Context: an optimization exercise on an open-source flow, tuned for small area, a short achievable clock period and few clock cycles per item. The choices shown serve that exercise and are no tape-out recipe. Only simulation tests tie the RTL to the original design; equivalence was not proved.

==> exp/indigo: inputs <==
// postfix_stack_evaluator
module postfix_stack_evaluator (
  input  logic                   clk_i,
  input  logic                   rst_ni,
  input  logic                   s_axis_tvalid,
  output logic                   s_axis_tready,
  input  logic [pse_pkg::IN_TDATA_W-1:0]  s_axis_tdata,   
  input  logic [pse_pkg::TYPE_W-1:0]      s_axis_tuser,   
  input  logic                   s_axis_tlast,   
  output logic                   m_axis_tvalid,
  input  logic                   m_axis_tready,
  output logic [pse_pkg::OUT_TDATA_W-1:0] m_axis_tdata,   
  output logic [pse_pkg::STAT_W-1:0]      m_axis_tuser,   
  output logic                   m_axis_tlast    
);
make LEC_CHECK=0 CAP_MARGIN=20 CORE_MARGIN=2 CORE_UTILIZATION=40 SLEW_MARGIN=20 finish   # period 11.0 ns
run.sh (not shown) runs the stock make flow with config.mk's settings and CLKGATE_MAP_FILE= SYNTH_SCRIPT=/design/flow/synth_recipe.tcl, a recipe that flattens the netlist after the stock synthesis.
==> inputs of exp/zinc, as changes to exp/indigo <==
- SETUP_SLACK_MARGIN: not set -> 4
==> inputs of exp/ember, as changes to exp/indigo <==
--- a/flow/design.v
+++ b/flow/design.v
@@ -102,10 +102,11 @@
   logic [W-1:0] t_q, t_d;             
   logic [W-1:0] n_q, n_d;             
   logic [W-1:0] q_q, q_d;             
   logic [1:0]   nb_q, nb_d;           
   logic [4:0]   cnt_q, cnt_d;         
+  logic [2:0]   msh_q, msh_d;         
   logic         div_q, div_d;         
   logic         neg_q, neg_d;         
   logic         int_q, int_d;         
   logic         esat_q, esat_d;       
   logic         ezero_q, ezero_d;     
@@ -191,28 +192,36 @@
   assign s2  = s1 ^ c1 ^ pp3;
   assign c2  = {((s1 & c1) | (s1 & pp3) | (c1 & pp3)), 1'b0};
   assign s3  = s2 ^ c2 ^ pp4;
   assign c3  = {((s2 & c2) | (s2 & pp4) | (c2 & pp4)), 1'b0};
   assign mac = s3 + c3;
+  logic [2*W-1:0] mprod;
+  logic [W-1:0]   mhi, mlo;
+  assign mprod = {t_q, q_q} >> {msh_q, 2'b00};
+  assign mhi   = mprod[2*W-1:W];
+  assign mlo   = mprod[W-1:0];
   logic [W-1:0] fmag, fmag_neg, fin_res;
   logic         fin_sat;
   always_comb begin
     if (div_q) begin
       fmag    = q_q;
       fin_sat = neg_q ? (q_q[W-1] & |q_q[W-2:0]) : q_q[W-1];
     end else begin
-      fmag    = {t_q[23:0], q_q[W-1:24]};
-      fin_sat = neg_q ? (|t_q[W-1:24] | (t_q[23] & (|t_q[22:0] | |q_q[W-1:24] | int_q)))
-                      : |t_q[W-1:23];
+      fmag    = {mhi[23:0], mlo[W-1:24]};
+      fin_sat = neg_q ? (|mhi[W-1:24] | (mhi[23] & (|mhi[22:0] | |mlo[W-1:24] | int_q)))
+                      : |mhi[W-1:23];
     end
     if (ezero_q) fin_sat = 1'b0;
     if (esat_q)  fin_sat = 1'b1;
   end
   assign fmag_neg = ~fmag + 1'b1;
   assign fin_res  = fin_sat ? (neg_q ? pse_pkg::Q_MIN_U : pse_pkg::Q_MAX_U)
                   : ezero_q ? '0
                             : (neg_q ? fmag_neg : fmag);
+  logic [2:0] grp_t, grp_n;
+  assign grp_t = 3'((6'd27 - lz_t) >> 2);
+  assign grp_n = 3'((6'd27 - lz_n) >> 2);
   logic esat_mul, esat_div, ezero_div;
   assign esat_mul  = ({1'b0, lz_n} + {1'b0, lz_t} <= 7'd23);   
   assign esat_div  = !e_c[7] && e_c >= 8'd48;
   assign ezero_div = e_c[7];
   logic         take, fresh, ofree;
@@ -229,10 +238,11 @@
     t_d     = t_q;
     n_d     = n_q;
     q_d     = q_q;
     nb_d    = nb_q;
     cnt_d   = cnt_q;
+    msh_d   = msh_q;
     div_d   = div_q;
     neg_d   = neg_q;
     int_d   = int_q;
     esat_d  = esat_q;
     ezero_d = ezero_q;
@@ -319,19 +329,22 @@
             n_d  = {2'b0, n_nrm[W-1:2]};
             nb_d = n_nrm[1:0];
           end
           cnt_d = e_c[5:1] + 5'd1;
         end else begin
-          st_d = esat_mul ? S_FIN : S_ITER;
-          t_d  = '0;
-          if (t_q[23:0] == '0) begin
+          st_d  = esat_mul ? S_FIN : S_ITER;
+          t_d   = '0;
+          msh_d = 3'd0;
+          if (t_q[23:0] == '0 && (n_q[23:0] != '0 || grp_t <= grp_n)) begin
             q_d   = {24'b0, t_q[W-1:24]};
-            cnt_d = 5'd6;
+            cnt_d = {2'b0, grp_t};
+            msh_d = 3'd6 - grp_t;
           end else if (n_q[23:0] == '0) begin
             q_d   = {24'b0, n_q[W-1:24]};
             n_d   = t_q;
-            cnt_d = 5'd6;
+            cnt_d = {2'b0, grp_n};
+            msh_d = 3'd6 - grp_n;
           end else begin
             q_d   = t_q;
             cnt_d = 5'd12;
           end
         end
@@ -380,10 +393,11 @@
     t_q     <= t_d;
     n_q     <= n_d;
     q_q     <= q_d;
     nb_q    <= nb_d;
     cnt_q   <= cnt_d;
+    msh_q   <= msh_d;
     div_q   <= div_d;
     neg_q   <= neg_d;
     int_q   <= int_d;
     esat_q  <= esat_d;
     ezero_q <= ezero_d;
- SETUP_SLACK_MARGIN: not set -> 5
==> flow_metrics.tcl <==
set metrics [dict create \
    buffers 488 \
    status "timing/DRC/antenna clean" \
    grt_usage_pct 41.0 \
    grt_antenna_before_repair 34 \
    final-clk-cell-share_pct 3.86 \
    met3_usage_pct 10.7 \
    inverters 442 \
]
-- figures above: exp/ember

==> flow_metrics.tcl <==
set metrics [dict create \
    final-clk-cell-share_pct 3.70 \
    synthMuxAreaShare_pct 3.35 \
    endpoint "n_q[9]$_DFFE_PP_" \
    status "timing/DRC/antenna clean" \
    met3_usage_pct 10.9 \
    grt_antenna_before_repair 26 \
    buffers 387 \
    inverters 392 \
    antenna_left 0 \
    grt_usage_pct 40.2 \
]
-- figures above: exp/zinc

==> flow_metrics.tcl <==
set metrics [dict create \
    nWellTaps 2370 \
    status "timing/DRC/antenna clean" \
    met3_usage_pct 10.7 \
    grt_antenna_before_repair 40 \
    final-clk-cell-share_pct 3.77 \
    maxCapViolations 0 \
    grt_usage_pct 42.6 \
    multi_input_area_share_pct 54.9 \
    buffers 405 \
    inverters 392 \
]
-- figures above: exp/indigo

Testbench counts of exp/indigo, summed over its fixed seeds: cycles 74,499, tokens 24,125.
Testbench counts of exp/zinc, summed over its fixed seeds: cycles 74,499, tokens 24,125.
Testbench counts of exp/ember, summed over its fixed seeds: cycles 69,034, tokens 24,125.

port drivers added, routing unchanged:
In the flow no input, the clock included, has a driving cell. The finished layouts below were timed again as built, in two steps. Step 1, drivers: a clkbuf_16 drives clk_i and a buf_2 each remaining input, both assumed. Step 2 moves the port delays by t, midway between the first and last clock arrival at a register: inputs arrive t later, outputs are due t later. That takes back most of the time a late clock gives input paths. Slacks: no drivers / after step 1 / after step 2; pairs: no drivers / after step 1.
run	t (ns)	setup WS [ns]	clock arrival spread, ns
exp/indigo	0.820	3.281 / 3.281 / 3.281	0.088 / 0.089
exp/zinc	0.827	3.932 / 3.932 / 3.289	0.068 / 0.067
exp/ember	0.869	4.903 / 4.903 / 4.316	0.101 / 0.101
After both steps every run listed still meets setup and hold. The setup slack of exp/zinc, which loses most, moves by 0.000 ns with the drivers and by -0.643 ns with both steps.
